Background: an optimization exercise with open tools, aiming at small area, a short achievable clock period and few clock cycles per item. Do not read the settings as production practice. Only simulation tests tie the RTL to the original design; equivalence was not proved.

`design/flow/config.mk`:
```
export PLATFORM = sky130hd
export DESIGN_NAME = iir_df1_biquad_axis
export DESIGN_NICKNAME = iir_df1_biquad_axis
export VERILOG_FILES = /design/flow/design.v
export SDC_FILE = /design/flow/constraint.sdc
export NUM_CORES = 4
export LEC_CHECK = 0
export CAP_MARGIN = 20
export CORE_MARGIN = 2
export CORE_UTILIZATION = 40
export SETUP_SLACK_MARGIN = 3.3
export SLEW_MARGIN = 20
```
`design/flow/constraint.sdc`:
```
create_clock -name core_clock -period 7.0 [get_ports {clk}]
set_input_delay 1.4000 -clock core_clock [delete_from_list [all_inputs] [get_ports {clk}]]
set_output_delay 1.4000 -clock core_clock [all_outputs]
set_load 0.01 [all_outputs]
```
`design/flow/design.v`:
```
package iir_df1_biquad_axis_pkg;
    localparam int unsigned acc_guard_bits = 3;
endpackage
module iir_biquad_sat
#(
    parameter int acc_width    = 32,
    parameter int inout_width  = 16,
    parameter int scale_factor = 14
) (
    input  logic [acc_width-1:scale_factor] acc,
    output logic [inout_width-1:0]          y
);
    localparam int top = scale_factor + inout_width - 1;
    logic hi_ok;
    assign hi_ok = (acc[acc_width-1:top] == '0) || (acc[acc_width-1:top] == '1);
    assign y = hi_ok ? acc[top:scale_factor] : {acc[acc_width-1], {(inout_width-1){~acc[acc_width-1]}}};
endmodule
module iir_sum_g (
    input  logic [17:0] t,
    input  logic [15:0] x1,
    input  logic [15:0] y2,
    output logic [31:0] sa,
    output logic [31:14] sb,
    output logic [0:0] c
);
    logic t1, t2, t3, t4, t5, t6, t7, t8, t9, t10, t11, t12, t13, t14, t15, t16;
    logic t17, t18, t19, t20, t21, t22, t23, t24, t25, t26, t27, t28, t29, t30, t31, t32;
    logic t33, t34, t35, t36, t37, t38, t39, t40, t41, t42, t43, t44, t45, t46, t47, t48;
    logic t49, t50, t51, t52, t53, t54, t55, t56, t57, t58, t59, t60, t61, t62, t63, t64;
    logic t65, t66, t67, t68, t69, t70, t71, t72, t73, t74, t75, t76, t77, t78, t79, t80;
    logic t81, t82, t83, t84, t85, t86, t87, t88, t89, t90, t91, t92, t93, t94, t95, t96;
    logic t97, t98, t99, t100, t101, t102, t103, t104, t105, t106, t107, t108, t109, t110, t111, t112;
    logic t113, t114, t115, t116, t117, t118, t119, t120, t121, t122, t123, t124, t125, t126, t127, t128;
    logic t129, t130, t131, t132, t133, t134, t135, t136, t137, t138, t139, t140, t141, t142, t143, t144;
    logic t145, t146, t147, t148, t149, t150, t151, t152, t153, t154, t155, t156, t157, t158, t159, t160;
    logic t161, t162, t163, t164, t165, t166, t167, t168, t169, t170, t171, t172, t173, t174, t175, t176;
    logic t177, t178, t179, t180, t181, t182, t183, t184, t185, t186, t187, t188, t189, t190, t191, t192;
    logic t193, t194, t195, t196, t197, t198, t199, t200, t201, t202, t203, t204, t205, t206, t207, t208;
    logic t209, t210, t211, t212, t213, t214, t215, t216, t217, t218, t219, t220, t221, t222, t223, t224;
    logic t225, t226, t227, t228, t229, t230, t231, t232, t233, t234, t235, t236, t237, t238, t239, t240;
    logic t241, t242, t243, t244, t245, t246, t247, t248, t249, t250, t251, t252, t253, t254, t255, t256;
    logic t257, t258, t259, t260, t261, t262, t263, t264, t265, t266, t267, t268, t269, t270, t271, t272;
    logic t273, t274, t275, t276, t277, t278, t279, t280, t281, t282, t283, t284, t285, t286, t287, t288;
    logic t289, t290, t291, t292, t293, t294, t295, t296, t297, t298, t299, t300, t301, t302, t303, t304;
    logic t305, t306, t307, t308, t309, t310, t311, t312, t313, t314, t315, t316, t317, t318, t319, t320;
    logic t321, t322, t323, t324, t325, t326, t327, t328, t329, t330, t331, t332, t333, t334, t335, t336;
    logic t337, t338, t339, t340, t341, t342, t343, t344, t345, t346, t347, t348, t349, t350, t351, t352;
    logic t353, t354, t355, t356, t357, t358, t359, t360, t361, t362, t363, t364, t365, t366, t367, t368;
    logic t369, t370, t371, t372, t373, t374, t375, t376, t377, t378, t379, t380, t381, t382, t383, t384;
    logic t385, t386, t387, t388, t389, t390, t391, t392, t393, t394, t395, t396;
    assign t1 = ~t[8];
    assign t2 = 1'b1 ^ t1 ^ t[5];
    assign t3 = (1'b1 & t1) | (1'b1 & t[5]) | (t1 & t[5]);
    assign t4 = ~t[9];
    assign t5 = t4 ^ t[6] ^ t[4];
    assign t6 = (t4 & t[6]) | (t4 & t[4]) | (t[6] & t[4]);
    assign t7 = ~t[10];
    assign t8 = 1'b1 ^ t7 ^ t[7];
    assign t9 = (1'b1 & t7) | (1'b1 & t[7]) | (t7 & t[7]);
    assign t10 = t[5] ^ t[3] ^ x1[5];
    assign t11 = (t[5] & t[3]) | (t[5] & x1[5]) | (t[3] & x1[5]);
    assign t12 = ~t[11];
    assign t13 = t12 ^ t[8] ^ t[6];
    assign t14 = (t12 & t[8]) | (t12 & t[6]) | (t[8] & t[6]);
    assign t15 = t[4] ^ x1[6] ^ y2[11];
    assign t16 = (t[4] & x1[6]) | (t[4] & y2[11]) | (x1[6] & y2[11]);
    assign t17 = ~t[12];
    assign t18 = t17 ^ t[9] ^ t[7];
    assign t19 = (t17 & t[9]) | (t17 & t[7]) | (t[9] & t[7]);
    assign t20 = t[5] ^ x1[7] ^ y2[12];
    assign t21 = (t[5] & x1[7]) | (t[5] & y2[12]) | (x1[7] & y2[12]);
    assign t22 = ~t[13];
    assign t23 = t22 ^ t[10] ^ t[8];
    assign t24 = (t22 & t[10]) | (t22 & t[8]) | (t[10] & t[8]);
    assign t25 = t[6] ^ x1[8] ^ y2[13];
    assign t26 = (t[6] & x1[8]) | (t[6] & y2[13]) | (x1[8] & y2[13]);
    assign t27 = ~t[14];
    assign t28 = 1'b1 ^ t27 ^ t[11];
    assign t29 = (1'b1 & t27) | (1'b1 & t[11]) | (t27 & t[11]);
    assign t30 = t[9] ^ t[7] ^ x1[9];
    assign t31 = (t[9] & t[7]) | (t[9] & x1[9]) | (t[7] & x1[9]);
    assign t32 = y2[14] ^ y2[12] ^ y2[10];
    assign t33 = (y2[14] & y2[12]) | (y2[14] & y2[10]) | (y2[12] & y2[10]);
    assign t34 = ~t[15];
    assign t35 = 1'b1 ^ t34 ^ t[12];
    assign t36 = (1'b1 & t34) | (1'b1 & t[12]) | (t34 & t[12]);
    assign t37 = t[10] ^ t[8] ^ x1[10];
    assign t38 = (t[10] & t[8]) | (t[10] & x1[10]) | (t[8] & x1[10]);
    assign t39 = ~y2[15];
    assign t40 = t39 ^ y2[13] ^ y2[11];
    assign t41 = (t39 & y2[13]) | (t39 & y2[11]) | (y2[13] & y2[11]);
    assign t42 = y2[9] ^ y2[7];
    assign t43 = y2[9] & ~y2[7];
    assign t44 = ~t[16];
    assign t45 = 1'b1 ^ t44 ^ t[13];
    assign t46 = (1'b1 & t44) | (1'b1 & t[13]) | (t44 & t[13]);
    assign t47 = t[11] ^ t[9] ^ x1[11];
    assign t48 = (t[11] & t[9]) | (t[11] & x1[11]) | (t[9] & x1[11]);
    assign t49 = y2[14] ^ y2[12] ^ y2[10];
    assign t50 = (y2[14] & y2[12]) | (y2[14] & y2[10]) | (y2[12] & y2[10]);
    assign t51 = y2[8] ^ y2[6];
    assign t52 = ~y2[8] & y2[6];
    assign t53 = 1'b1 ^ t[17] ^ t[14];
    assign t54 = (1'b1 & t[17]) | (1'b1 & t[14]) | (t[17] & t[14]);
    assign t55 = t[12] ^ t[10] ^ x1[12];
    assign t56 = (t[12] & t[10]) | (t[12] & x1[12]) | (t[10] & x1[12]);
    assign t57 = t39 ^ y2[13] ^ y2[11];
    assign t58 = (t39 & y2[13]) | (t39 & y2[11]) | (y2[13] & y2[11]);
    assign t59 = y2[9] ^ y2[7];
    assign t60 = ~y2[9] & y2[7];
    assign t61 = 1'b1 ^ t[15] ^ t[13];
    assign t62 = (1'b1 & t[15]) | (1'b1 & t[13]) | (t[15] & t[13]);
    assign t63 = t[11] ^ x1[13] ^ y2[14];
    assign t64 = (t[11] & x1[13]) | (t[11] & y2[14]) | (x1[13] & y2[14]);
    assign t65 = y2[12] ^ y2[10];
    assign t66 = y2[12] & ~y2[10];
    assign t67 = 1'b1 ^ t[16] ^ t[14];
    assign t68 = (1'b1 & t[16]) | (1'b1 & t[14]) | (t[16] & t[14]);
    assign t69 = t[12] ^ x1[14] ^ t39;
    assign t70 = (t[12] & x1[14]) | (t[12] & t39) | (x1[14] & t39);
    assign t71 = t[17] ^ t[15];
    assign t72 = ~t[17] & t[15];
    assign t73 = t[5] ^ t[2];
    assign t74 = ~t[5] & t[2];
    assign t75 = ~t[6];
    assign t76 = t75 ^ t[3] ^ t[1];
    assign t77 = (t75 & t[3]) | (t75 & t[1]) | (t[3] & t[1]);
    assign t78 = x1[1] ^ y2[6];
    assign t79 = x1[1] & y2[6];
    assign t80 = ~t[7];
    assign t81 = t80 ^ t[4] ^ t[2];
    assign t82 = (t80 & t[4]) | (t80 & t[2]) | (t[4] & t[2]);
    assign t83 = t[0] ^ x1[2] ^ y2[7];
    assign t84 = (t[0] & x1[2]) | (t[0] & y2[7]) | (x1[2] & y2[7]);
    assign t85 = y2[5] ^ y2[3];
    assign t86 = y2[5] & y2[3];
    assign t87 = t[3] ^ t[1] ^ x1[3];
    assign t88 = (t[3] & t[1]) | (t[3] & x1[3]) | (t[1] & x1[3]);
    assign t89 = y2[8] ^ y2[6] ^ y2[4];
    assign t90 = (y2[8] & y2[6]) | (y2[8] & y2[4]) | (y2[6] & y2[4]);
    assign t91 = ~y2[0];
    assign t92 = y2[2] ^ t91 ^ t2;
    assign t93 = (y2[2] & t91) | (y2[2] & t2) | (t91 & t2);
    assign t94 = t[2] ^ x1[4] ^ y2[9];
    assign t95 = (t[2] & x1[4]) | (t[2] & y2[9]) | (x1[4] & y2[9]);
    assign t96 = y2[7] ^ y2[5] ^ y2[3];
    assign t97 = (y2[7] & y2[5]) | (y2[7] & y2[3]) | (y2[5] & y2[3]);
    assign t98 = ~y2[1];
    assign t99 = t98 ^ t3 ^ t5;
    assign t100 = (t98 & t3) | (t98 & t5) | (t3 & t5);
    assign t101 = y2[10] ^ y2[8] ^ y2[6];
    assign t102 = (y2[10] & y2[8]) | (y2[10] & y2[6]) | (y2[8] & y2[6]);
    assign t103 = ~y2[2];
    assign t104 = y2[4] ^ t103 ^ y2[0];
    assign t105 = (y2[4] & t103) | (y2[4] & y2[0]) | (t103 & y2[0]);
    assign t106 = t6 ^ t8 ^ t10;
    assign t107 = (t6 & t8) | (t6 & t10) | (t8 & t10);
    assign t108 = y2[9] ^ y2[7] ^ y2[5];
    assign t109 = (y2[9] & y2[7]) | (y2[9] & y2[5]) | (y2[7] & y2[5]);
    assign t110 = ~y2[3];
    assign t111 = t110 ^ y2[1] ^ t9;
    assign t112 = (t110 & y2[1]) | (t110 & t9) | (y2[1] & t9);
    assign t113 = t11 ^ t13 ^ t15;
    assign t114 = (t11 & t13) | (t11 & t15) | (t13 & t15);
    assign t115 = y2[10] ^ y2[8] ^ y2[6];
    assign t116 = (y2[10] & y2[8]) | (y2[10] & y2[6]) | (y2[8] & y2[6]);
    assign t117 = ~y2[4];
    assign t118 = t117 ^ y2[2] ^ t14;
    assign t119 = (t117 & y2[2]) | (t117 & t14) | (y2[2] & t14);
    assign t120 = t16 ^ t18 ^ t20;
    assign t121 = (t16 & t18) | (t16 & t20) | (t18 & t20);
    assign t122 = y2[11] ^ y2[9] ^ y2[7];
    assign t123 = (y2[11] & y2[9]) | (y2[11] & y2[7]) | (y2[9] & y2[7]);
    assign t124 = ~y2[5];
    assign t125 = t124 ^ y2[3] ^ t19;
    assign t126 = (t124 & y2[3]) | (t124 & t19) | (y2[3] & t19);
    assign t127 = t21 ^ t23 ^ t25;
    assign t128 = (t21 & t23) | (t21 & t25) | (t23 & t25);
    assign t129 = ~y2[6];
    assign t130 = y2[8] ^ t129 ^ y2[4];
    assign t131 = (y2[8] & t129) | (y2[8] & y2[4]) | (t129 & y2[4]);
    assign t132 = t91 ^ t24 ^ t26;
    assign t133 = (t91 & t24) | (t91 & t26) | (t24 & t26);
    assign t134 = t28 ^ t30 ^ t32;
    assign t135 = (t28 & t30) | (t28 & t32) | (t30 & t32);
    assign t136 = t124 ^ y2[1] ^ t42;
    assign t137 = (t124 & y2[1]) | (t124 & t42) | (y2[1] & t42);
    assign t138 = t29 ^ t31 ^ t33;
    assign t139 = (t29 & t31) | (t29 & t33) | (t31 & t33);
    assign t140 = t35 ^ t37 ^ t40;
    assign t141 = (t35 & t37) | (t35 & t40) | (t37 & t40);
    assign t142 = ~t43;
    assign t143 = y2[2] ^ t142 ^ t51;
    assign t144 = (y2[2] & t142) | (y2[2] & t51) | (t142 & t51);
    assign t145 = t36 ^ t38 ^ t41;
    assign t146 = (t36 & t38) | (t36 & t41) | (t38 & t41);
    assign t147 = t45 ^ t47 ^ t49;
    assign t148 = (t45 & t47) | (t45 & t49) | (t47 & t49);
    assign t149 = ~t52;
    assign t150 = y2[3] ^ t149 ^ t59;
    assign t151 = (y2[3] & t149) | (y2[3] & t59) | (t149 & t59);
    assign t152 = t46 ^ t48 ^ t50;
    assign t153 = (t46 & t48) | (t46 & t50) | (t48 & t50);
    assign t154 = t53 ^ t55 ^ t57;
    assign t155 = (t53 & t55) | (t53 & t57) | (t55 & t57);
    assign t156 = y2[8] ^ t117 ^ t60;
    assign t157 = (y2[8] & t117) | (y2[8] & t60) | (t117 & t60);
    assign t158 = ~t65;
    assign t159 = t158 ^ t54 ^ t56;
    assign t160 = (t158 & t54) | (t158 & t56) | (t54 & t56);
    assign t161 = t58 ^ t61 ^ t63;
    assign t162 = (t58 & t61) | (t58 & t63) | (t61 & t63);
    assign t163 = ~y2[11];
    assign t164 = y2[13] ^ t163 ^ y2[9];
    assign t165 = (y2[13] & t163) | (y2[13] & y2[9]) | (t163 & y2[9]);
    assign t166 = t124 ^ t66 ^ t62;
    assign t167 = (t124 & t66) | (t124 & t62) | (t66 & t62);
    assign t168 = t64 ^ t67 ^ t69;
    assign t169 = (t64 & t67) | (t64 & t69) | (t67 & t69);
    assign t170 = ~x1[15];
    assign t171 = t[13] ^ t170 ^ y2[14];
    assign t172 = (t[13] & t170) | (t[13] & y2[14]) | (t170 & y2[14]);
    assign t173 = ~y2[10];
    assign t174 = y2[12] ^ t173 ^ y2[6];
    assign t175 = (y2[12] & t173) | (y2[12] & y2[6]) | (t173 & y2[6]);
    assign t176 = ~t71;
    assign t177 = t176 ^ t68 ^ t70;
    assign t178 = (t176 & t68) | (t176 & t70) | (t68 & t70);
    assign t179 = 1'b1 ^ t[16] ^ t[14];
    assign t180 = (1'b1 & t[16]) | (1'b1 & t[14]) | (t[16] & t[14]);
    assign t181 = y2[15] ^ y2[13] ^ t163;
    assign t182 = (y2[15] & y2[13]) | (y2[15] & t163) | (y2[13] & t163);
    assign t183 = y2[7] ^ t72;
    assign t184 = ~y2[7] & t72;
    assign t185 = t[17] ^ t34 ^ y2[14];
    assign t186 = (t[17] & t34) | (t[17] & y2[14]) | (t34 & y2[14]);
    assign t187 = t[4] ^ t[1];
    assign t188 = ~t[4] & t[1];
    assign t189 = t[0] ^ x1[0] ^ y2[5];
    assign t190 = (t[0] & x1[0]) | (t[0] & y2[5]) | (x1[0] & y2[5]);
    assign t191 = y2[3] ^ y2[1];
    assign t192 = y2[3] & y2[1];
    assign t193 = y2[4] ^ y2[2] ^ y2[0];
    assign t194 = (y2[4] & y2[2]) | (y2[4] & y2[0]) | (y2[2] & y2[0]);
    assign t195 = t74 ^ t78 ^ t76;
    assign t196 = (t74 & t78) | (t74 & t76) | (t78 & t76);
    assign t197 = y2[1] ^ t79 ^ t85;
    assign t198 = (y2[1] & t79) | (y2[1] & t85) | (t79 & t85);
    assign t199 = t77 ^ t81 ^ t83;
    assign t200 = (t77 & t81) | (t77 & t83) | (t81 & t83);
    assign t201 = t86 ^ t82 ^ t84;
    assign t202 = (t86 & t82) | (t86 & t84) | (t82 & t84);
    assign t203 = t87 ^ t89 ^ t92;
    assign t204 = (t87 & t89) | (t87 & t92) | (t89 & t92);
    assign t205 = t88 ^ t90 ^ t94;
    assign t206 = (t88 & t90) | (t88 & t94) | (t90 & t94);
    assign t207 = t96 ^ t93 ^ t99;
    assign t208 = (t96 & t93) | (t96 & t99) | (t93 & t99);
    assign t209 = t95 ^ t97 ^ t101;
    assign t210 = (t95 & t97) | (t95 & t101) | (t97 & t101);
    assign t211 = t104 ^ t100 ^ t106;
    assign t212 = (t104 & t100) | (t104 & t106) | (t100 & t106);
    assign t213 = t102 ^ t105 ^ t108;
    assign t214 = (t102 & t105) | (t102 & t108) | (t105 & t108);
    assign t215 = t107 ^ t111 ^ t113;
    assign t216 = (t107 & t111) | (t107 & t113) | (t111 & t113);
    assign t217 = t109 ^ t115 ^ t112;
    assign t218 = (t109 & t115) | (t109 & t112) | (t115 & t112);
    assign t219 = t114 ^ t118 ^ t120;
    assign t220 = (t114 & t118) | (t114 & t120) | (t118 & t120);
    assign t221 = t116 ^ t122 ^ t119;
    assign t222 = (t116 & t122) | (t116 & t119) | (t122 & t119);
    assign t223 = t121 ^ t125 ^ t127;
    assign t224 = (t121 & t125) | (t121 & t127) | (t125 & t127);
    assign t225 = t123 ^ t130 ^ t126;
    assign t226 = (t123 & t130) | (t123 & t126) | (t130 & t126);
    assign t227 = t128 ^ t132 ^ t134;
    assign t228 = (t128 & t132) | (t128 & t134) | (t132 & t134);
    assign t229 = ~t136;
    assign t230 = t131 ^ t229 ^ t133;
    assign t231 = (t131 & t229) | (t131 & t133) | (t229 & t133);
    assign t232 = t135 ^ t138 ^ t140;
    assign t233 = (t135 & t138) | (t135 & t140) | (t138 & t140);
    assign t234 = ~t139;
    assign t235 = t137 ^ t143 ^ t234;
    assign t236 = (t137 & t143) | (t137 & t234) | (t143 & t234);
    assign t237 = t141 ^ t145 ^ t147;
    assign t238 = (t141 & t145) | (t141 & t147) | (t145 & t147);
    assign t239 = ~t146;
    assign t240 = t144 ^ t150 ^ t239;
    assign t241 = (t144 & t150) | (t144 & t239) | (t150 & t239);
    assign t242 = t148 ^ t152 ^ t154;
    assign t243 = (t148 & t152) | (t148 & t154) | (t152 & t154);
    assign t244 = ~t151;
    assign t245 = t244 ^ t156 ^ t153;
    assign t246 = (t244 & t156) | (t244 & t153) | (t156 & t153);
    assign t247 = t155 ^ t159 ^ t161;
    assign t248 = (t155 & t159) | (t155 & t161) | (t159 & t161);
    assign t249 = t164 ^ t157 ^ t160;
    assign t250 = (t164 & t157) | (t164 & t160) | (t157 & t160);
    assign t251 = t162 ^ t166 ^ t168;
    assign t252 = (t162 & t166) | (t162 & t168) | (t166 & t168);
    assign t253 = ~t174;
    assign t254 = t165 ^ t171 ^ t253;
    assign t255 = (t165 & t171) | (t165 & t253) | (t171 & t253);
    assign t256 = t167 ^ t169 ^ t177;
    assign t257 = (t167 & t169) | (t167 & t177) | (t169 & t177);
    assign t258 = ~t175;
    assign t259 = t172 ^ t258 ^ t179;
    assign t260 = (t172 & t258) | (t172 & t179) | (t258 & t179);
    assign t261 = ~t178;
    assign t262 = t181 ^ t183 ^ t261;
    assign t263 = (t181 & t183) | (t181 & t261) | (t183 & t261);
    assign t264 = ~y2[8];
    assign t265 = y2[12] ^ t264 ^ t180;
    assign t266 = (y2[12] & t264) | (y2[12] & t180) | (t264 & t180);
    assign t267 = ~t184;
    assign t268 = t182 ^ t185 ^ t267;
    assign t269 = (t182 & t185) | (t182 & t267) | (t185 & t267);
    assign t270 = 1'b1 ^ t[16] ^ y2[15];
    assign t271 = (1'b1 & t[16]) | (1'b1 & y2[15]) | (t[16] & y2[15]);
    assign t272 = ~y2[13];
    assign t273 = t272 ^ y2[9] ^ t186;
    assign t274 = (t272 & y2[9]) | (t272 & t186) | (y2[9] & t186);
    assign t275 = ~t[17];
    assign t276 = 1'b1 ^ t275 ^ y2[14];
    assign t277 = (1'b1 & t275) | (1'b1 & y2[14]) | (t275 & y2[14]);
    assign t278 = t[3] ^ t[0];
    assign t279 = ~t[3] & t[0];
    assign t280 = y2[4] ^ y2[2] ^ y2[0];
    assign t281 = (y2[4] & y2[2]) | (y2[4] & y2[0]) | (y2[2] & y2[0]);
    assign t282 = ~t73;
    assign t283 = t188 ^ t191 ^ t282;
    assign t284 = (t188 & t191) | (t188 & t282) | (t191 & t282);
    assign t285 = t192 ^ t190 ^ t193;
    assign t286 = (t192 & t190) | (t192 & t193) | (t190 & t193);
    assign t287 = t194 ^ t197 ^ t196;
    assign t288 = (t194 & t197) | (t194 & t196) | (t197 & t196);
    assign t289 = t198 ^ t200 ^ t201;
    assign t290 = (t198 & t200) | (t198 & t201) | (t200 & t201);
    assign t291 = t202 ^ t205 ^ t204;
    assign t292 = (t202 & t205) | (t202 & t204) | (t205 & t204);
    assign t293 = t206 ^ t209 ^ t208;
    assign t294 = (t206 & t209) | (t206 & t208) | (t209 & t208);
    assign t295 = t210 ^ t213 ^ t212;
    assign t296 = (t210 & t213) | (t210 & t212) | (t213 & t212);
    assign t297 = t214 ^ t216 ^ t217;
    assign t298 = (t214 & t216) | (t214 & t217) | (t216 & t217);
    assign t299 = t218 ^ t220 ^ t221;
    assign t300 = (t218 & t220) | (t218 & t221) | (t220 & t221);
    assign t301 = t222 ^ t224 ^ t225;
    assign t302 = (t222 & t224) | (t222 & t225) | (t224 & t225);
    assign t303 = t226 ^ t228 ^ t230;
    assign t304 = (t226 & t228) | (t226 & t230) | (t228 & t230);
    assign t305 = ~t235;
    assign t306 = t231 ^ t233 ^ t305;
    assign t307 = (t231 & t233) | (t231 & t305) | (t233 & t305);
    assign t308 = ~t238;
    assign t309 = t236 ^ t308 ^ t240;
    assign t310 = (t236 & t308) | (t236 & t240) | (t308 & t240);
    assign t311 = ~t241;
    assign t312 = t311 ^ t243 ^ t245;
    assign t313 = (t311 & t243) | (t311 & t245) | (t243 & t245);
    assign t314 = t246 ^ t248 ^ t249;
    assign t315 = (t246 & t248) | (t246 & t249) | (t248 & t249);
    assign t316 = t254 ^ t250 ^ t252;
    assign t317 = (t254 & t250) | (t254 & t252) | (t250 & t252);
    assign t318 = t255 ^ t259 ^ t257;
    assign t319 = (t255 & t259) | (t255 & t257) | (t259 & t257);
    assign t320 = ~t268;
    assign t321 = t260 ^ t265 ^ t320;
    assign t322 = (t260 & t265) | (t260 & t320) | (t265 & t320);
    assign t323 = ~t273;
    assign t324 = t270 ^ t266 ^ t323;
    assign t325 = (t270 & t266) | (t270 & t323) | (t266 & t323);
    assign t326 = t173 ^ t271 ^ t276;
    assign t327 = (t173 & t271) | (t173 & t276) | (t271 & t276);
    assign t328 = y2[15] ^ y2[11];
    assign t329 = ~(y2[15] | y2[11]);
    assign t332 = t[1] ^ y2[1];
    assign t333 = ~t[1] & y2[1];
    assign t334 = ~t[2];
    assign t335 = t334 ^ y2[2] ^ y2[0];
    assign t336 = (t334 & y2[2]) | (t334 & y2[0]) | (y2[2] & y2[0]);
    assign t337 = ~t278;
    assign t338 = y2[3] ^ y2[1] ^ t337;
    assign t339 = (y2[3] & y2[1]) | (y2[3] & t337) | (y2[1] & t337);
    assign t340 = ~t187;
    assign t341 = t279 ^ t340 ^ t280;
    assign t342 = (t279 & t340) | (t279 & t280) | (t340 & t280);
    assign t343 = t281 ^ t189 ^ t283;
    assign t344 = (t281 & t189) | (t281 & t283) | (t189 & t283);
    assign t345 = t284 ^ t285 ^ t195;
    assign t346 = (t284 & t285) | (t284 & t195) | (t285 & t195);
    assign t347 = t286 ^ t199 ^ t287;
    assign t348 = (t286 & t199) | (t286 & t287) | (t199 & t287);
    assign t349 = t288 ^ t289 ^ t203;
    assign t350 = (t288 & t289) | (t288 & t203) | (t289 & t203);
    assign t351 = t290 ^ t207 ^ t291;
    assign t352 = (t290 & t207) | (t290 & t291) | (t207 & t291);
    assign t353 = t211 ^ t292 ^ t293;
    assign t354 = (t211 & t292) | (t211 & t293) | (t292 & t293);
    assign t355 = t215 ^ t294 ^ t295;
    assign t356 = (t215 & t294) | (t215 & t295) | (t294 & t295);
    assign t357 = t219 ^ t296 ^ t297;
    assign t358 = (t219 & t296) | (t219 & t297) | (t296 & t297);
    assign t359 = t223 ^ t298 ^ t299;
    assign t360 = (t223 & t298) | (t223 & t299) | (t298 & t299);
    assign t361 = t227 ^ t300 ^ t301;
    assign t362 = (t227 & t300) | (t227 & t301) | (t300 & t301);
    assign t363 = t232 ^ t302 ^ t303;
    assign t364 = (t232 & t302) | (t232 & t303) | (t302 & t303);
    assign t365 = t237 ^ t304 ^ t306;
    assign t366 = (t237 & t304) | (t237 & t306) | (t304 & t306);
    assign t367 = ~t309;
    assign t368 = t242 ^ t307 ^ t367;
    assign t369 = (t242 & t307) | (t242 & t367) | (t307 & t367);
    assign t370 = ~t310;
    assign t371 = t247 ^ t370 ^ t312;
    assign t372 = (t247 & t370) | (t247 & t312) | (t370 & t312);
    assign t373 = t251 ^ t313 ^ t314;
    assign t374 = (t251 & t313) | (t251 & t314) | (t313 & t314);
    assign t375 = t256 ^ t315 ^ t316;
    assign t376 = (t256 & t315) | (t256 & t316) | (t315 & t316);
    assign t377 = ~t262;
    assign t378 = t377 ^ t317 ^ t318;
    assign t379 = (t377 & t317) | (t377 & t318) | (t317 & t318);
    assign t380 = ~t263;
    assign t381 = t380 ^ t321 ^ t319;
    assign t382 = (t380 & t321) | (t380 & t319) | (t321 & t319);
    assign t383 = ~t269;
    assign t384 = t383 ^ t324 ^ t322;
    assign t385 = (t383 & t324) | (t383 & t322) | (t324 & t322);
    assign t386 = ~t274;
    assign t387 = t326 ^ t386 ^ t325;
    assign t388 = (t326 & t386) | (t326 & t325) | (t386 & t325);
    assign t389 = t328 ^ t277 ^ t327;
    assign t390 = (t328 & t277) | (t328 & t327) | (t277 & t327);
    assign t391 = y2[12] ^ t329;
    assign t392 = ~y2[12] & t329;
    logic [14:0] lo_sum;
    assign lo_sum = {1'b0, t358, t356, t354, t352, t350, t348, t346, t344, t342, t339, t336, t333, ~t[0], t[0]} + {1'b0, t359, t357, t355, t353, t351, t349, t347, t345, t343, t341, t338, t335, ~t332, y2[0]};
    assign sa = {1'b1, 1'b0, ~y2[14], ~y2[13], t392, t390, t388, t385, t382, t379, t376, t374, t372, t369, t366, t364, t362, t360, lo_sum[13:0]};
    assign sb = {1'b0, 1'b0, y2[15], y2[14], y2[13], ~t391, t389, t387, t384, t381, t378, t375, t373, t371, t368, t365, t363, t361};
    assign c = lo_sum[14];
endmodule
module iir_sum_loop (
    input  logic [31:0] ga,
    input  logic [17:0] gb,
    input  logic [0:0] c,
    input  logic [15:0] y1,
    output logic [31:14] s
);
    logic t1, t2, t3, t4, t5, t6, t7, t8, t9, t10, t11, t12, t13, t14, t15, t16;
    logic t17, t18, t19, t20, t21, t22, t23, t24, t25, t26, t27, t28, t29, t30, t31, t32;
    logic t33, t34, t35, t36, t37, t38, t39, t40, t41, t42, t43, t44, t45, t46, t47, t48;
    logic t49, t50, t51, t52, t53, t54, t55, t56, t57, t58, t59, t60, t61, t62, t63, t64;
    logic t65, t66, t67, t68, t69, t70, t71, t72, t73, t74, t75, t76, t77, t78, t79, t80;
    logic t81, t82, t83, t84, t85, t86, t87, t88, t89, t90, t91, t92, t93, t94, t95, t96;
    logic t97, t98, t99, t100, t101, t102, t103, t104, t105, t106, t107, t108, t109, t110, t111, t112;
    logic t113, t114, t115, t116, t117, t118, t119, t120, t121, t122, t123, t124, t125, t126, t127, t128;
    logic t129, t130, t131, t132, t133, t134, t135, t136, t137, t138, t139, t140, t141, t142, t143, t144;
    logic t145, t146, t147, t148;
    logic [31:0] ra, rb, sum;
    assign t1 = ga[14] ^ gb[0] ^ c[0];
    assign t2 = (ga[14] & gb[0]) | (ga[14] & c[0]) | (gb[0] & c[0]);
    assign t3 = ga[15] ^ gb[1] ^ y1[12];
    assign t4 = (ga[15] & gb[1]) | (ga[15] & y1[12]) | (gb[1] & y1[12]);
    assign t5 = y1[8] ^ y1[5];
    assign t6 = y1[8] & ~y1[5];
    assign t7 = ga[16] ^ gb[2] ^ y1[13];
    assign t8 = (ga[16] & gb[2]) | (ga[16] & y1[13]) | (gb[2] & y1[13]);
    assign t9 = ~y1[6];
    assign t10 = y1[9] ^ t9 ^ y1[1];
    assign t11 = (y1[9] & t9) | (y1[9] & y1[1]) | (t9 & y1[1]);
    assign t12 = ga[17] ^ gb[3] ^ y1[14];
    assign t13 = (ga[17] & gb[3]) | (ga[17] & y1[14]) | (gb[3] & y1[14]);
    assign t14 = ~y1[7];
    assign t15 = y1[10] ^ t14 ^ y1[2];
    assign t16 = (y1[10] & t14) | (y1[10] & y1[2]) | (t14 & y1[2]);
    assign t17 = ~y1[15];
    assign t18 = ga[18] ^ gb[4] ^ t17;
    assign t19 = (ga[18] & gb[4]) | (ga[18] & t17) | (gb[4] & t17);
    assign t20 = ~y1[8];
    assign t21 = y1[11] ^ t20 ^ y1[3];
    assign t22 = (y1[11] & t20) | (y1[11] & y1[3]) | (t20 & y1[3]);
    assign t23 = ga[19] ^ gb[5] ^ y1[12];
    assign t24 = (ga[19] & gb[5]) | (ga[19] & y1[12]) | (gb[5] & y1[12]);
    assign t25 = y1[9] ^ y1[4];
    assign t26 = ~y1[9] & y1[4];
    assign t27 = ga[20] ^ gb[6] ^ y1[13];
    assign t28 = (ga[20] & gb[6]) | (ga[20] & y1[13]) | (gb[6] & y1[13]);
    assign t29 = y1[10] ^ y1[5];
    assign t30 = ~y1[10] & y1[5];
    assign t31 = ga[21] ^ gb[7] ^ y1[14];
    assign t32 = (ga[21] & gb[7]) | (ga[21] & y1[14]) | (gb[7] & y1[14]);
    assign t33 = y1[11] ^ y1[6];
    assign t34 = ~y1[11] & y1[6];
    assign t35 = ga[22] ^ gb[8] ^ t17;
    assign t36 = (ga[22] & gb[8]) | (ga[22] & t17) | (gb[8] & t17);
    assign t37 = y1[12] ^ y1[7];
    assign t38 = ~y1[12] & y1[7];
    assign t39 = ~y1[13];
    assign t40 = ga[23] ^ gb[9] ^ t39;
    assign t41 = (ga[23] & gb[9]) | (ga[23] & t39) | (gb[9] & t39);
    assign t42 = ga[24] ^ gb[10];
    assign t43 = ga[24] & gb[10];
    assign t44 = ga[25] ^ gb[11];
    assign t45 = ga[25] & gb[11];
    assign t46 = ga[10] ^ y1[7];
    assign t47 = ga[10] & y1[7];
    assign t48 = ga[11] ^ y1[8] ^ y1[4];
    assign t49 = (ga[11] & y1[8]) | (ga[11] & y1[4]) | (y1[8] & y1[4]);
    assign t50 = ga[12] ^ y1[9] ^ y1[5];
    assign t51 = (ga[12] & y1[9]) | (ga[12] & y1[5]) | (y1[9] & y1[5]);
    assign t52 = ga[13] ^ y1[10] ^ y1[6];
    assign t53 = (ga[13] & y1[10]) | (ga[13] & y1[6]) | (y1[10] & y1[6]);
    assign t54 = ~y1[4];
    assign t55 = y1[11] ^ y1[7] ^ t54;
    assign t56 = (y1[11] & y1[7]) | (y1[11] & t54) | (y1[7] & t54);
    assign t57 = ~t5;
    assign t58 = y1[0] ^ t57 ^ t2;
    assign t59 = (y1[0] & t57) | (y1[0] & t2) | (t57 & t2);
    assign t60 = t6 ^ t4 ^ t7;
    assign t61 = (t6 & t4) | (t6 & t7) | (t4 & t7);
    assign t62 = t8 ^ t11 ^ t12;
    assign t63 = (t8 & t11) | (t8 & t12) | (t11 & t12);
    assign t64 = t13 ^ t16 ^ t18;
    assign t65 = (t13 & t16) | (t13 & t18) | (t16 & t18);
    assign t66 = ~t25;
    assign t67 = t66 ^ t19 ^ t22;
    assign t68 = (t66 & t19) | (t66 & t22) | (t19 & t22);
    assign t69 = ~t29;
    assign t70 = t26 ^ t69 ^ t24;
    assign t71 = (t26 & t69) | (t26 & t24) | (t69 & t24);
    assign t72 = ~t33;
    assign t73 = t30 ^ t72 ^ t28;
    assign t74 = (t30 & t72) | (t30 & t28) | (t72 & t28);
    assign t75 = ~t37;
    assign t76 = t34 ^ t75 ^ t32;
    assign t77 = (t34 & t75) | (t34 & t32) | (t75 & t32);
    assign t78 = y1[8] ^ t38 ^ t36;
    assign t79 = (y1[8] & t38) | (y1[8] & t36) | (t38 & t36);
    assign t80 = ~y1[14];
    assign t81 = t80 ^ y1[9] ^ t42;
    assign t82 = (t80 & y1[9]) | (t80 & t42) | (y1[9] & t42);
    assign t83 = y1[15] ^ y1[10] ^ t43;
    assign t84 = (y1[15] & y1[10]) | (y1[15] & t43) | (y1[10] & t43);
    assign t85 = ga[26] ^ gb[12] ^ y1[11];
    assign t86 = (ga[26] & gb[12]) | (ga[26] & y1[11]) | (gb[12] & y1[11]);
    assign t87 = ga[27] ^ gb[13];
    assign t88 = ga[27] & gb[13];
    assign t89 = ga[28] ^ gb[14];
    assign t90 = ga[28] & gb[14];
    assign t91 = ga[29] ^ gb[15];
    assign t92 = ga[29] & gb[15];
    assign t93 = ga[30] ^ gb[16];
    assign t94 = ga[30] & gb[16];
    assign t95 = ga[7] ^ y1[4];
    assign t96 = ga[7] & y1[4];
    assign t97 = ga[8] ^ y1[5] ^ y1[1];
    assign t98 = (ga[8] & y1[5]) | (ga[8] & y1[1]) | (y1[5] & y1[1]);
    assign t99 = ga[9] ^ y1[6] ^ y1[2];
    assign t100 = (ga[9] & y1[6]) | (ga[9] & y1[2]) | (y1[6] & y1[2]);
    assign t101 = ~y1[0];
    assign t102 = y1[3] ^ t101 ^ t46;
    assign t103 = (y1[3] & t101) | (y1[3] & t46) | (t101 & t46);
    assign t104 = ~y1[1];
    assign t105 = t104 ^ t47 ^ t48;
    assign t106 = (t104 & t47) | (t104 & t48) | (t47 & t48);
    assign t107 = ~y1[2];
    assign t108 = t107 ^ t49 ^ t50;
    assign t109 = (t107 & t49) | (t107 & t50) | (t49 & t50);
    assign t110 = ~y1[3];
    assign t111 = t110 ^ t51 ^ t52;
    assign t112 = (t110 & t51) | (t110 & t52) | (t51 & t52);
    assign t113 = t53 ^ t55 ^ t1;
    assign t114 = (t53 & t55) | (t53 & t1) | (t55 & t1);
    assign t115 = t56 ^ t3 ^ t58;
    assign t116 = (t56 & t3) | (t56 & t58) | (t3 & t58);
    assign t117 = t10 ^ t59 ^ t60;
    assign t118 = (t10 & t59) | (t10 & t60) | (t59 & t60);
    assign t119 = t15 ^ t61 ^ t62;
    assign t120 = (t15 & t61) | (t15 & t62) | (t61 & t62);
    assign t121 = t21 ^ t63 ^ t64;
    assign t122 = (t21 & t63) | (t21 & t64) | (t63 & t64);
    assign t123 = t23 ^ t65 ^ t67;
    assign t124 = (t23 & t65) | (t23 & t67) | (t65 & t67);
    assign t125 = t27 ^ t68 ^ t70;
    assign t126 = (t27 & t68) | (t27 & t70) | (t68 & t70);
    assign t127 = t31 ^ t71 ^ t73;
    assign t128 = (t31 & t71) | (t31 & t73) | (t71 & t73);
    assign t129 = t35 ^ t74 ^ t76;
    assign t130 = (t35 & t74) | (t35 & t76) | (t74 & t76);
    assign t131 = t40 ^ t77 ^ t78;
    assign t132 = (t40 & t77) | (t40 & t78) | (t77 & t78);
    assign t133 = t41 ^ t81 ^ t79;
    assign t134 = (t41 & t81) | (t41 & t79) | (t81 & t79);
    assign t135 = t44 ^ t82 ^ t83;
    assign t136 = (t44 & t82) | (t44 & t83) | (t82 & t83);
    assign t137 = t45 ^ t85 ^ t84;
    assign t138 = (t45 & t85) | (t45 & t84) | (t85 & t84);
    assign t139 = y1[12] ^ t87 ^ t86;
    assign t140 = (y1[12] & t87) | (y1[12] & t86) | (t87 & t86);
    assign t141 = y1[13] ^ t88 ^ t89;
    assign t142 = (y1[13] & t88) | (y1[13] & t89) | (t88 & t89);
    assign t143 = y1[14] ^ t90 ^ t91;
    assign t144 = (y1[14] & t90) | (y1[14] & t91) | (t90 & t91);
    assign t145 = t17 ^ t92 ^ t93;
    assign t146 = (t17 & t92) | (t17 & t93) | (t92 & t93);
    assign t147 = ga[31] ^ gb[17] ^ t94;
    assign t148 = (ga[31] & gb[17]) | (ga[31] & t94) | (gb[17] & t94);
    assign ra = {t146, t144, t142, t140, t138, t136, t134, t132, t130, t128, t126, t124, t122, t120, t118, t116, t114, t112, t109, t106, t103, t100, t98, t96, t95, ga[6], ga[5], ga[4], ga[3], ga[2], ga[1], ga[0]};
    assign rb = {t147, t145, t143, t141, t139, t137, t135, t133, t131, t129, t127, t125, t123, t121, t119, t117, t115, t113, t111, t108, t105, t102, t99, t97, y1[0], y1[3], y1[2], y1[1], y1[0], 1'b0, 1'b0, 1'b0};
    assign sum = ra + rb;
    assign s = sum[31:14];
endmodule
module iir_df1_biquad_axis
#(
    parameter int unsigned coeff_width  = 16,
    parameter int unsigned inout_width  = 16,
    parameter int unsigned scale_factor = 14,
    parameter int          a1_int_coeff = -31880,
    parameter int          a2_int_coeff = 15531,
    parameter int          bo_int_coeff = 167,
    parameter int          b1_int_coeff = -302,
    parameter int          b2_int_coeff = 167
) (
    input  logic                          clk,
    input  logic                          rst,
    input  logic                          s_axis_tvalid,
    input  logic signed [inout_width-1:0] s_axis_tdata,
    output logic                          m_axis_tready,
    output logic signed [inout_width-1:0] m_axis_tdata,
    output logic                          m_axis_tvalid
);
    logic        v1_q, v2_q, v3_q;        
    logic [15:0] hx1_q, hx2_q;            
    logic [15:0] y1_q;                    
    logic [15:0] yb_q;                    
    logic signed [17:0] r, t_d, t_q;
    logic [31:0]  ga_d, ga_q;
    logic [31:14] gb_d, gb_q;
    logic         gc_d, gc_q;
    logic [31:14] acc;
    logic [15:0]  y_sat;
    assign r   = 18'(signed'(hx2_q)) - 18'(signed'(hx1_q)) * 18'sd2;
    assign t_d = 18'(signed'(s_axis_tdata)) + r;
    iir_sum_g u_g (.t(t_q), .x1(hx2_q), .y2(yb_q), .sa(ga_d), .sb(gb_d), .c(gc_d));
    iir_sum_loop u_loop (.ga(ga_q), .gb(gb_q), .c(gc_q), .y1(y1_q), .s(acc));
    iir_biquad_sat #(.acc_width(32), .inout_width(16), .scale_factor(14)) u_sat (
        .acc (acc),
        .y   (y_sat)
    );
    always_ff @(posedge clk) begin
        t_q  <= t_d;
        ga_q <= ga_d;
        gb_q <= gb_d;
        gc_q <= gc_d;
        if (rst) begin
            v1_q  <= 1'b0;
            v2_q  <= 1'b0;
            v3_q  <= 1'b0;
            hx1_q <= '0;
            hx2_q <= '0;
            y1_q  <= '0;
            yb_q  <= '0;
        end else begin
            v1_q <= s_axis_tvalid;
            v2_q <= v1_q;
            v3_q <= v2_q;
            if (s_axis_tvalid) begin
                hx1_q <= s_axis_tdata;
                hx2_q <= hx1_q;
            end
            if (v2_q) begin
                y1_q <= y_sat;
            end
            if (v1_q && v2_q) begin
                yb_q <= y_sat;
            end else if (v1_q || v2_q) begin
                yb_q <= y1_q;
            end
        end
    end
    assign m_axis_tready = 1'b1;
    assign m_axis_tdata  = y1_q;
    assign m_axis_tvalid = v3_q;
endmodule
```
`design/flow/run.sh`:
```
#!/bin/bash
# synth_recipe.tcl (not shown) runs the flow's synth.tcl, then flattens the netlist and writes it again
# the make line also repeats each setting of config.mk as NAME=value (left out here)
make -C /OpenROAD-flow-scripts/flow DESIGN_CONFIG=/design/flow/config.mk WORK_HOME=/design/flow/orfs CLKGATE_MAP_FILE= SYNTH_SCRIPT=/design/flow/synth_recipe.tcl finish
```
==> results.txt, run 1 <==
----------------------------------------------------
[STA]
  Final setup violation count ... 0
  Remaining max-slew budget at the tightest pin ... 36.7%
  Worst hold margin ... 0.482 ns
  Worst-case setup margin in the final layout ... 2.53 ns
  Transition time of the tightest slew-check pin ... 0.949 ns
  Max Transition Viols Final ... 0
  Setup skew after layout ... 0.0164 ns
  Unrepaired setup endpoints after global routing ... yes
  Fmax ... 0.224 GHz
  Total Negative Setup Slacks ... 0 ns
  Final Hold Violating Endpoints ... 0
  Final period utilization ... 63.8%
  Shortest period the worst path allows ... 4.47 ns

[Synth]
  Distinct cells, synth ... 63
  Number of enable flip-flop cells after synthesis ... 0
  Netlist area before placement ... 12300 um^2
  Synth Area per Inst ... 9.58 um^2
  Net count of the mapped netlist ... 1607
  Count of mapped cells out of synthesis ... 1283
  Leading register cell type out of synthesis ... dfxtp_1
  Share of flip-flops with an asynchronous set or reset after synthesis ... 0%
  Synthesis Warnings ... 1
  Seq cells post-synth ... 129
  Proportion of synthesized chip area in sequential cells ... 21.0%

[Setup path]
  Category of the most critical setup path ... flip-flop to flip-flop
  Setup crit start kind ... flip-flop
  Startpoint of the worst-slack reg-to-reg timing path ... y1_q[15]
  Capturing element type of the critical path ... flip-flop
  Required time at the endpoint of the critical path ... 7.32 ns
  Critical Path Fanout Max ... 7
  Worst setup path start ... y1_q[15]
  Worst Path Arrival ... 4.79 ns

[Routing]
  Count of nets left with antenna violations after detail routing ... 0
  Per-cell routed wire length ... 17.0 um
  Total wire length ... 29800 um
  Number of iterations in the first detailed-routing pass ... 5
  Final routed DRC violation total ... 0
  Routed via count ... 8462
  Mean number of vias per cell ... 4.82
  Drt first-iter violations ... 357

[Final layout]
  Multi-input logic area ... 8710 um^2
  Leading cell type in the layout, fill and taps excluded ... inv_1
  Most used cells in the layout excluding fill and tap cells ... inv_1, fa_1, dfxtp_1
  Final std cells w/o fill ... 1755
  Number of nets in the finished design ... 1670
  Area added between synthesis and finish ... 17.6%
  FF+latch area ... 2650 um^2
  Layout Cell Area excl Fill ... 14500 um^2
  Post-Route Utilization ... 47.5%
  Count of inserted antenna diode cells ... 0
  Ratio of cells with drive above 1 in the final layout ... 14.2%
  Layout fillers ... 2854

[CTS]
  Total clock buffers created by CTS ... 17
  Root Buffer Master ... clkbuf_16
  TritonCTS clock tree ... built
  Maximum root-to-sink buffer count ... 2
  CTS H-tree depth ... 4
  Insertion delay to the later sink of the worst-skew pair ... 0.43 ns
  # clock sinks ... 129
  Post-cts hold buffer count ... 0
  Clk pin slew, worst setup/hold paths ... 0.06 ns

[Outcome]
  Status ... complete, no violations

[Die]
  Number of primary I/O pins ... 37
  Number of standard-cell rows in the floorplan ... 64
  Effective utilization at floorplan ... 40.4%
  Die boundary height ... 179 um
  Area of the die ... 32100 um^2
  Placeable core area ... 30400 um^2
  Chip Width ... 179 um

[GRT]
  Antenna violations before repair ... 0
  Total GRT Usage ... 19.9%
  Vias in the first global route ... 9024
  First-pass GRT wire length ... 48300 um
  Maximum number of pins on one net before global-route repair ... 59
  Global-route congestion overflow total ... 0

[Hold path]
  Startpoint of the worst hold path ... yb_q[13]
  Worst hold path type ... flip-flop to flip-flop

[Place]
  Detailed placer's ending HPWL ... 24100 um
  Number of buffers inserted by port buffering ... 35
  Standard cell area after detailed placement ... 13200 um^2
  Worst slack after detailed placement ... 2.13 ns
  Total instance count after detailed placement ... 1687
  Routability Congestion ... 0.904

[Job]
  Maxcap violations ... 0

----------------------------------------------------
-- area by class of cell --
cell class / instances / share of cell area [%]
inverter: 360 / 9.46
timing repair buffer: 73 / 4.71
clock buffer: 18 / 2.97
tap: 396 / 3.43
sequential: 129 / 18.3
multi-input combinational: 765 / 60.2
clock inverter: 14 / 0.840
-- path summary, 6_finish.rpt --
kind | end | slack [ns] | depth (start not counted)
hold reg to reg | gb_q[13] | 0.48 | 0
setup / recovery | yb_q[12] | 2.53 | 16
setup reg to reg | yb_q[12] | 2.53 | 16
hold / removal | gb_q[13] | 0.48 | 0
-- flip-flops by register name (all words and copies together), names as in the netlist, 16 cells and up --
register / count
yb_q: 16
y1_q: 16
hx1_q: 16
ga_q: 27
hx2_q: 16
gb_q: 16
t_q: 18
-- critical path, cell delays in order, from the launching register on --
cell and delay, ns:
dfxtp_4 0.36, fa_1 0.55, inv_2 0.04, fa_1 0.47, inv_1 0.06, fa_1 0.49
inv_2 0.05, ha_4 0.24, a21oi_2 0.14, o21ai_2 0.07, a221o_1 0.37, a21oi_2 0.26
a41oi_2 0.19, a21o_4 0.28, o21ai_4 0.31, nand2_2 0.12, a2111oi_2 0.36
-- cells by family (layout without fill, tap and decap cells) --
kind of cell             count (synthesis)  after routing  share of synthesized area [%]
multiplexers                            38             38                           3.10
flip-flops                             129            129                           21.0
AND/OR/NAND/NOR                        201            201                           7.36
other                                    1              1                         0.0305
XOR/XNOR                                38             38                           2.92
adder cells (fa/ha/maj)                305            305                           43.6
buffers and inverters                  390            465                           12.0
AO/OA/AOI/OAI                          181            182                           9.91
-- metal layers --
metal	GRT usage [%]	vias to the layer above	routed length, um
met5	0	-	0
met4	5.54	0	667
met3	3.99	44	1400
met2	32.8	170	14200
met1	26.5	4161	13600
li1	-	4087	-
-- timing repair --
| action | in CTS | in global routing |
|---|---|---|
| setup endpoints to repair | 47 | 45 |
| gates cloned | 1 | 0 |
| pin swaps | 33 | 38 |
| resized for setup | 71 | 42 |
| setup buffers | 28 | 7 |
-- Yosys cell counts (all sizes together) (3+ instances only) --
cell type	n	area share (%)
o2111ai	4	0.29
nor2	81	2.5
xnor2	24	1.8
clkbuf	22	0.67
o21ai	41	1.7
nor3b	3	0.18
o21a	4	0.24
xor2	14	1.2
a31oi	10	0.51
nor3	19	0.77
nand2b	8	0.41
nor2b	6	0.31
mux2i	38	3.1
o211ai	5	0.31
a211oi	9	0.55
o31ai	3	0.18
nand4	4	0.20
and2	6	0.31
nand2	46	1.4
a221oi	3	0.21
fa	206	34
a21oi	48	2.0
a21o	11	0.67
a2111oi	3	0.22
dfxtp	129	21
buf	8	0.36
inv	360	11
nand3	14	0.57
a221o	9	0.73
and3	9	0.46
ha	99	10
o21bai	10	0.61
Testbench counts, summed over its fixed seeds: cycles 24,024, items 24,000.
==> inputs of run 2 (changes only) <==
--- a/design/flow/config.mk
+++ b/design/flow/config.mk
@@ -6,7 +6,8 @@
 export NUM_CORES = 4
 export LEC_CHECK = 0
+export ABC_AREA = 1
 export CAP_MARGIN = 20
 export CORE_MARGIN = 2
 export CORE_UTILIZATION = 40
-export SETUP_SLACK_MARGIN = 3.3
+export SETUP_SLACK_MARGIN = 2.2
 export SLEW_MARGIN = 20
==> results.txt, run 2 <==
----------------------------------------------------
[Setup path]
  Worst Path Arrival ... 4.64 ns (was 4.79 ns)
  Critical Path Fanout Max ... 5 (was 7)
  Dominant delay contributor by cell family on the critical path ... adder cells (was compound AO/OA/AOI/OAI gates)
  Category of the most critical setup path ... flip-flop to flip-flop (unchanged)
  Startpoint of the worst-slack reg-to-reg timing path ... yb_q[6] (was y1_q[15])
  Cell repeated most along the worst path ... fa_1 (unchanged)
  Cell chain of the critical path ... inv_1 > fa_1 > fa_1 > inv_1 > fa_1 > fa_1 > ha_1 > inv_1 > nor3_1 > nand3_1 > nand4_1 > a21o_1 > nand2_1 > nand2_1 > a21oi_1 > xnor2_1 (was fa_1 > inv_2 > fa_1 > inv_1 > fa_1 > inv_2 > ha_4 > a21oi_2 > o21ai_2 > a221o_1 > a21oi_2 > a41oi_2 > a21o_4 > o21ai_4 > nand2_2 > a2111oi_2)
  Delay contributed by the slowest stage of the critical path ... 0.56 ns (was 0.55 ns)
  Capturing element type of the critical path ... flip-flop (unchanged)
  Setup crit start kind ... flip-flop (unchanged)
  Buf+Inv Stages, Crit Path ... 3 (unchanged)
  Worst setup path start ... yb_q[6] (was y1_q[15])
  Required time at the endpoint of the critical path ... 7.32 ns (about the same)
  Slowest-stage cell, CP ... dfxtp_1 (was fa_1)

[Synth]
  Main area contributors after synthesis ... fa_1, dfxtp_1, inv_1 (unchanged)
  Netlist area before placement ... 12800 um^2 (was 12300 um^2)
  Library cell occupying the most area in the post-synthesis netlist ... fa_1 (unchanged)
  Distinct cells, synth ... 44 (was 63)
  Proportion of synthesized chip area in sequential cells ... 20.1% (was 21.0%)
  Synthesis Warnings ... 1 (unchanged)
  Synth Area per Inst ... 8.50 um^2 (was 9.58 um^2)
  Share of flip-flops with an asynchronous set or reset after synthesis ... 0% (unchanged)
  Seq cells post-synth ... 129 (unchanged)
  Net count of the mapped netlist ... 1836 (was 1607)
  Count of mapped cells out of synthesis ... 1512 (was 1283)
  Leading register cell type out of synthesis ... dfxtp_1 (unchanged)
  Number of enable flip-flop cells after synthesis ... 0 (unchanged)
  Cell types with the highest counts after synthesis ... inv_1, fa_1, nand2_1 (was inv_1, fa_1, dfxtp_1)
  Most common cell in the netlist ... inv_1 (unchanged)
  Area share of the leading cell type in the synthesized netlist ... 32.1% (was 33.6%)

[CTS]
  Post-CTS Setup Inserts ... 0 (was 28)
  # clock sinks ... 129 (unchanged)
  Resized Gates After CTS ... 0 (was 71)
  TritonCTS clock tree ... built (unchanged)
  Root Buffer Master ... clkbuf_16 (unchanged)
  Clk pin slew, worst setup/hold paths ... 0.06 ns (about the same)
  Post-cts hold buffer count ... 0 (unchanged)
  Maximum root-to-sink buffer count ... 2 (unchanged)
  Insertion delay to the later sink of the worst-skew pair ... 0.43 ns (about the same)
  Total clock buffers created by CTS ... 17 (unchanged)
  CTS H-tree depth ... 4 (unchanged)

[STA]
  Fmax ... 0.231 GHz (was 0.224 GHz)
  Final Hold Violating Endpoints ... 0 (unchanged)
  Setup skew after layout ... 0.0118 ns (was 0.0164 ns)
  Final period utilization ... 61.8% (was 63.8%)
  Unrepaired setup endpoints after global routing ... no (was yes)
  Max Transition Viols Final ... 0 (unchanged)
  Transition time of the tightest slew-check pin ... 0.987 ns (was 0.949 ns)
  Total Negative Setup Slacks ... 0 ns (unchanged)
  Final setup violation count ... 0 (unchanged)
  Shortest period the worst path allows ... 4.33 ns (was 4.47 ns)
  Remaining max-slew budget at the tightest pin ... 34.0% (was 36.7%)

[Routing]
  Wire length on met2 ... 14200 um (about the same)
  Count of nets left with antenna violations after detail routing ... 0 (unchanged)
  Metal-1 WL ... 14400 um (was 13600 um)
  Total wire length ... 29700 um (was 29800 um)
  Per-cell routed wire length ... 15.2 um (was 17.0 um)
  Routed via count ... 8988 (was 8462)
  Top routing layer in use ... met4 (unchanged)
  Mean number of vias per cell ... 4.59 (was 4.82)
  Number of iterations in the first detailed-routing pass ... 5 (unchanged)
  Routed length on met3 ... 788 um (was 1400 um)
  Final routed DRC violation total ... 0 (unchanged)
  Drt first-iter violations ... 458 (was 357)

[Final layout]
  Ratio of cells with drive above 1 in the final layout ... 5.14% (was 14.2%)
  Top flop regs ... ga_q x27, t_q x18 (unchanged)
  Area added between synthesis and finish ... 10.4% (was 17.6%)
  Number of nets in the finished design ... 1869 (was 1670)
  Largest register FFs ... 27 (unchanged)
  Count of inserted antenna diode cells ... 0 (unchanged)
  Layout fillers ... 3136 (was 2854)
  FF+latch area ... 2580 um^2 (was 2650 um^2)
  Leading cell type in the layout, fill and taps excluded ... inv_1 (unchanged)
  Multi-input logic area ... 8400 um^2 (was 8710 um^2)
  Biggest register ... ga_q (unchanged)
  Most used cells in the layout excluding fill and tap cells ... inv_1, nand2_1, fa_1 (was inv_1, fa_1, dfxtp_1)

[Outcome]
  Status ... complete, no violations (unchanged)

[Die]
  Area of the die ... 33600 um^2 (was 32100 um^2)
  Placeable core area ... 31600 um^2 (was 30400 um^2)
  Chip Width ... 183 um (was 179 um)
  Effective utilization at floorplan ... 40.7% (was 40.4%)
  Number of standard-cell rows in the floorplan ... 65 (was 64)
  Number of primary I/O pins ... 37 (unchanged)
  Die boundary height ... 183 um (was 179 um)

[GRT]
  Vias in the first global route ... 9470 (was 9024)
  Total GRT Usage ... 19.1% (was 19.9%)
  Global-route congestion overflow total ... 0 (unchanged)
  First-pass GRT wire length ... 49500 um (was 48300 um)
  Maximum number of pins on one net before global-route repair ... 36 (was 59)
  Antenna violations before repair ... 0 (unchanged)

[Place]
  Routability Congestion ... 0.903 (was 0.904)
  Number of buffers inserted by port buffering ... 35 (unchanged)
  Detailed placer's ending HPWL ... 25600 um (was 24100 um)

[Job]
  Maxcap violations ... 0 (unchanged)

[Hold path]
  Worst hold path type ... flip-flop to flip-flop (unchanged)
  Startpoint of the worst hold path ... yb_q[15] (was yb_q[13])

----------------------------------------------------
-- run 2: kinds of logic after synthesis --
logic type / share of synthesized area, %
and+or+nand+nor: 11.8
adders and majority gates: 41.7
DFF: 20.1
buffers and inverters: 14.5
AOI/OAI and AO/OA: 9.22
xor gates and xnor gates: 2.66
other: 0.0292
-- run 2: worst paths after layout --
kind | to | slack, ns | cells past startpoint
max | ga_q[13] | 2.67 | 16
min | gb_q[15] | 0.45 | 0
max reg2reg | ga_q[13] | 2.67 | 16
min reg2reg | gb_q[15] | 0.45 | 0
-- run 2: routing by layer --
layer,vias to the layer above,track usage (%)
met4,0,3.78
met3,24,2.54
li1,4550,-
met5,-,0
met2,145,32.3
met1,4269,26.3
-- run 2: layout make-up --
| cell class | instances | share of cell area (%) |
|---|---|---|
| sequential | 129 | 18.2 |
| inverter | 466 | 12.3 |
| clock buffer | 17 | 3.00 |
| multi-input combinational | 895 | 59.2 |
| tap | 402 | 3.54 |
| timing repair buffer | 36 | 2.52 |
| clock inverter | 13 | 1.16 |
-- run 2: metrics by stage --
stage | hold WS, ns | area, um^2 | setup slack, ns | instances | util (%)
after detailed placement | 0.451 | 13600 | 2.62 | 1928 | 43.1
after floorplan | 0.395 | 12800 | 3.06 | 1512 | -
after global placement | 0.461 | 13600 | 2.70 | 1928 | 43.1
after CTS | 0.459 | 14200 | 2.60 | 1958 | 45.0
after global routing | 0.472 | 14200 | 2.33 | 1958 | 45.0
final | 0.455 | 14200 | 2.67 | 1958 | 45.0
==> inputs of run 3 (changes only) <==
--- a/design/flow/config.mk
+++ b/design/flow/config.mk
@@ -10,4 +10,4 @@
 export CORE_MARGIN = 2
 export CORE_UTILIZATION = 40
-export SETUP_SLACK_MARGIN = 2.2
+export SETUP_SLACK_MARGIN = 3.0
 export SLEW_MARGIN = 20
==> results.txt, run 3 <==
----------------------------------------------------
[Outcome]
  Status ... complete, no violations (unchanged)

[Final layout]
  Layout fillers ... 3063 (was 3136)
  Ratio of cells with drive above 1 in the final layout ... 13.9% (was 5.14%)
  Top flop regs ... ga_q x27, t_q x18 (unchanged)
  Largest register FFs ... 27 (unchanged)
  Leading cell type in the layout, fill and taps excluded ... inv_1 (unchanged)
  Count of inserted antenna diode cells ... 0 (unchanged)
  Area added between synthesis and finish ... 15.6% (was 10.4%)
  Layout Cell Area excl Fill ... 14900 um^2 (was 14200 um^2)
  Final std cells w/o fill ... 1979 (was 1958)
  Post-Route Utilization ... 47.1% (was 45.0%)
  Biggest register ... ga_q (unchanged)
  Number of nets in the finished design ... 1890 (was 1869)
  Most used cells in the layout excluding fill and tap cells ... inv_1, fa_1, nand2_1 (was inv_1, nand2_1, fa_1)

[Die]
  Placeable core area ... 31600 um^2 (unchanged)
  Number of standard-cell rows in the floorplan ... 65 (unchanged)
  Die boundary height ... 183 um (unchanged)
  Chip Width ... 183 um (unchanged)
  Effective utilization at floorplan ... 40.7% (unchanged)
  Area of the die ... 33600 um^2 (unchanged)
  Number of primary I/O pins ... 37 (unchanged)

[Synth]
  Share of flip-flops with an asynchronous set or reset after synthesis ... 0% (unchanged)
  Cell types with the highest counts after synthesis ... inv_1, fa_1, nand2_1 (unchanged)
  Number of enable flip-flop cells after synthesis ... 0 (unchanged)
  Net count of the mapped netlist ... 1836 (unchanged)
  Area share of the leading cell type in the synthesized netlist ... 32.1% (unchanged)
  Distinct cells, synth ... 44 (unchanged)
  Main combinational cell family by area after synthesis ... adder cells (unchanged)
  Proportion of synthesized chip area in sequential cells ... 20.1% (unchanged)
  Parity-gate share of the synthesized area counting xor and xnor cells ... 2.66% (unchanged)
  Netlist area before placement ... 12800 um^2 (unchanged)
  Synthesis Warnings ... 1 (unchanged)
  Count of mapped cells out of synthesis ... 1512 (unchanged)
  Simple logic cell fraction of the synthesized area ... 11.8% (unchanged)
  Leading register cell type out of synthesis ... dfxtp_1 (unchanged)
  Portion of netlist area occupied by mux cells ... 0% (unchanged)
  Compound-Gate Fraction of Synth Area ... 9.22% (unchanged)
  Most common cell in the netlist ... inv_1 (unchanged)
  Seq cells post-synth ... 129 (unchanged)
  Library cell occupying the most area in the post-synthesis netlist ... fa_1 (unchanged)
  Main area contributors after synthesis ... fa_1, dfxtp_1, inv_1 (unchanged)
  Synth Area per Inst ... 8.50 um^2 (unchanged)
  Adder and majority cell fraction of the synthesized area ... 41.7% (unchanged)

[STA]
  Setup skew after layout ... 0.0128 ns (was 0.0118 ns)
  Transition time of the tightest slew-check pin ... 1.07 ns (was 0.987 ns)
  Total Negative Setup Slacks ... 0 ns (unchanged)
  Unrepaired setup endpoints after global routing ... yes (was no)
  Final period utilization ... 55.8% (was 61.8%)
  Remaining max-slew budget at the tightest pin ... 28.5% (was 34.0%)
  Shortest period the worst path allows ... 3.91 ns (was 4.33 ns)
  Max Transition Viols Final ... 0 (unchanged)
  Final Hold Violating Endpoints ... 0 (unchanged)
  Worst hold margin ... 0.461 ns (was 0.455 ns)
  Final setup violation count ... 0 (unchanged)
  Fmax ... 0.256 GHz (was 0.231 GHz)
  Worst-case setup margin in the final layout ... 3.09 ns (was 2.67 ns)

[GRT]
  Total GRT Usage ... 19.3% (was 19.1%)
  Antenna violations before repair ... 0 (unchanged)
  Vias in the first global route ... 9608 (was 9470)
  Global-route congestion overflow total ... 0 (unchanged)
  Maximum number of pins on one net before global-route repair ... 36 (unchanged)
  First-pass GRT wire length ... 50200 um (was 49500 um)

[Job]
  Maxcap violations ... 0 (unchanged)

[CTS]
  # clock sinks ... 129 (unchanged)
  Clk pin slew, worst setup/hold paths ... 0.06 ns (about the same)
  Root Buffer Master ... clkbuf_16 (unchanged)
  Maximum root-to-sink buffer count ... 2 (unchanged)
  CTS H-tree depth ... 4 (unchanged)
  TritonCTS clock tree ... built (unchanged)
  Post-cts hold buffer count ... 0 (unchanged)
  Insertion delay to the later sink of the worst-skew pair ... 0.43 ns (about the same)
  Total clock buffers created by CTS ... 17 (unchanged)

[Setup path]
  Required time at the endpoint of the critical path ... 7.36 ns (was 7.32 ns)
  Setup crit start kind ... flip-flop (unchanged)
  Delay contributed by the slowest stage of the critical path ... 0.55 ns (was 0.56 ns)
  Cell chain of the critical path ... clkinvlp_4 > fa_1 > fa_1 > inv_1 > fa_1 > fa_1 > inv_1 > fa_1 > inv_1 > ha_1 > a21oi_4 > xnor2_1 (was inv_1 > fa_1 > fa_1 > inv_1 > fa_1 > fa_1 > ha_1 > inv_1 > nor3_1 > nand3_1 > nand4_1 > a21o_1 > nand2_1 > nand2_1 > a21oi_1 > xnor2_1)
  Capturing element type of the critical path ... flip-flop (unchanged)
  Slowest-stage cell, CP ... fa_1 (was dfxtp_1)
  Cell repeated most along the worst path ... fa_1 (unchanged)
  Worst Path Arrival ... 4.27 ns (was 4.64 ns)
  Critical Path Fanout Max ... 3 (was 5)
  Category of the most critical setup path ... flip-flop to flip-flop (unchanged)

[Routing]
  Total wire length ... 30800 um (was 29700 um)
  Number of iterations in the first detailed-routing pass ... 5 (unchanged)
  Mean number of vias per cell ... 4.63 (was 4.59)
  Count of nets left with antenna violations after detail routing ... 0 (unchanged)
  Final routed DRC violation total ... 0 (unchanged)
  Routed via count ... 9154 (was 8988)
  Per-cell routed wire length ... 15.6 um (was 15.2 um)
  Drt first-iter violations ... 414 (was 458)

[Place]
  Worst slack after detailed placement ... 2.62 ns (unchanged)
  Total instance count after detailed placement ... 1928 (unchanged)
  Routability Congestion ... 0.903 (unchanged)
  Number of buffers inserted by port buffering ... 35 (unchanged)
  Standard cell area after detailed placement ... 13600 um^2 (unchanged)
  Detailed placer's ending HPWL ... 25600 um (unchanged)

[Hold path]
  Worst hold path type ... flip-flop to flip-flop (unchanged)

----------------------------------------------------
run 3: changes by cell type in the layout (fill, tap and decap cells not counted), moves of 7 or more:
cell / before / now
dfxtp_1: 129 / 102
inv_1: 458 / 438
buf_4: 1 / 20
inv_2: 6 / 20
o21ai_0: 56 / 48
dfxtp_4: 0 / 9
nand2_2: 5 / 31
a21oi_1: 95 / 88
dfxtp_2: 0 / 18
nand2_4: 15 / 22
ha_1: 99 / 88
ha_4: 0 / 8
nand2_1: 206 / 170
run 3: kinds of logic after synthesis:
kind of cell,count (synthesis)
and+or+nand+nor,339
xor gates and xnor gates,39
AOI/OAI and AO/OA,211
other,1
buffers and inverters,488
adders and majority gates,305
DFF,129
run 3: path summary, 6_finish.rpt:
kind	endpoint	slack [ns]	cells after the start	start
worst max register to register	ga_q[13]	3.09	12	yb_q[11]
worst min-delay path	gb_q[15]	0.46	0	yb_q[15]
worst max-delay path	ga_q[13]	3.09	12	yb_q[11]
worst min register to register	gb_q[15]	0.46	0	yb_q[15]
run 3: cell type report:
cell class	instances	area [um^2]	share of cell area (%)
repair buffers	55	500	3.37
multi-input cells	897	8840	59.5
inverters	466	1780	12.0
clock buffers	17	425	2.86
clock inverters	13	164	1.10
well taps	402	503	3.39
flip-flops and latches	129	2640	17.8
run 3: timing repair:
action,in CTS,in global routing
gates cloned,1,1
endpoints found under the setup margin,35,35
pin swaps,8,23
resized for setup,40,123
setup buffers,5,14
run 3: critical path: cells and delay by family, from the launching register on:
family	cells	cell delay (ns)
adder cells (fa/ha/maj)	6	2.82
AO/OA/AOI/OAI	1	0.15
flip-flops	1	0.42
buffers and inverters	4	0.32
XOR/XNOR	1	0.12
run 3: layer usage:
layer	vias to the layer above	track usage, %	wire, um
met3	33	2.74	873
met4	0	4.58	461
met2	154	32.6	14900
li1	4601	-	-
met1	4366	26.3	14500
met5	-	0	0

## separate check: timing with driven ports
The results above use ideal ports. As a check the final layouts listed here were re-extracted and re-timed, cells and wires unchanged. Step 1 (the two cells are an assumption about what drives the block):
set clk [get_ports {clk}]
set_driving_cell -lib_cell sky130_fd_sc_hd__clkbuf_16 $clk
set_driving_cell -lib_cell sky130_fd_sc_hd__buf_2 [delete_from_list [all_inputs] $clk]
Step 2 adds t to the input delays and takes it off the output delays; t is the mean of the earliest and latest rising clock arrival at the registers after step 1. Input paths then give back, and output paths get back, about the clock's delay inside the block. a / b / c = ideal ports / drivers / drivers and shift; a / b = the first two.
run	t (ns)	setup WS [ns]	latest minus earliest clock arrival (ns)	slew at the worst register clock pin (ns)	pins driven straight from the clock port
run 1	0.469	2.531 / 2.531 / 2.531	0.017 / 0.017	0.07 / 0.07	1
run 2	0.472	2.673 / 2.673 / 2.673	0.014 / 0.014	0.07 / 0.07	1
run 3	0.472	3.091 / 3.091 / 2.764	0.015 / 0.015	0.07 / 0.07	1
After both steps setup and hold are still met in every run listed. The setup slack of run 3, which loses most, moves by 0.000 ns with the drivers and by -0.327 ns with both steps.
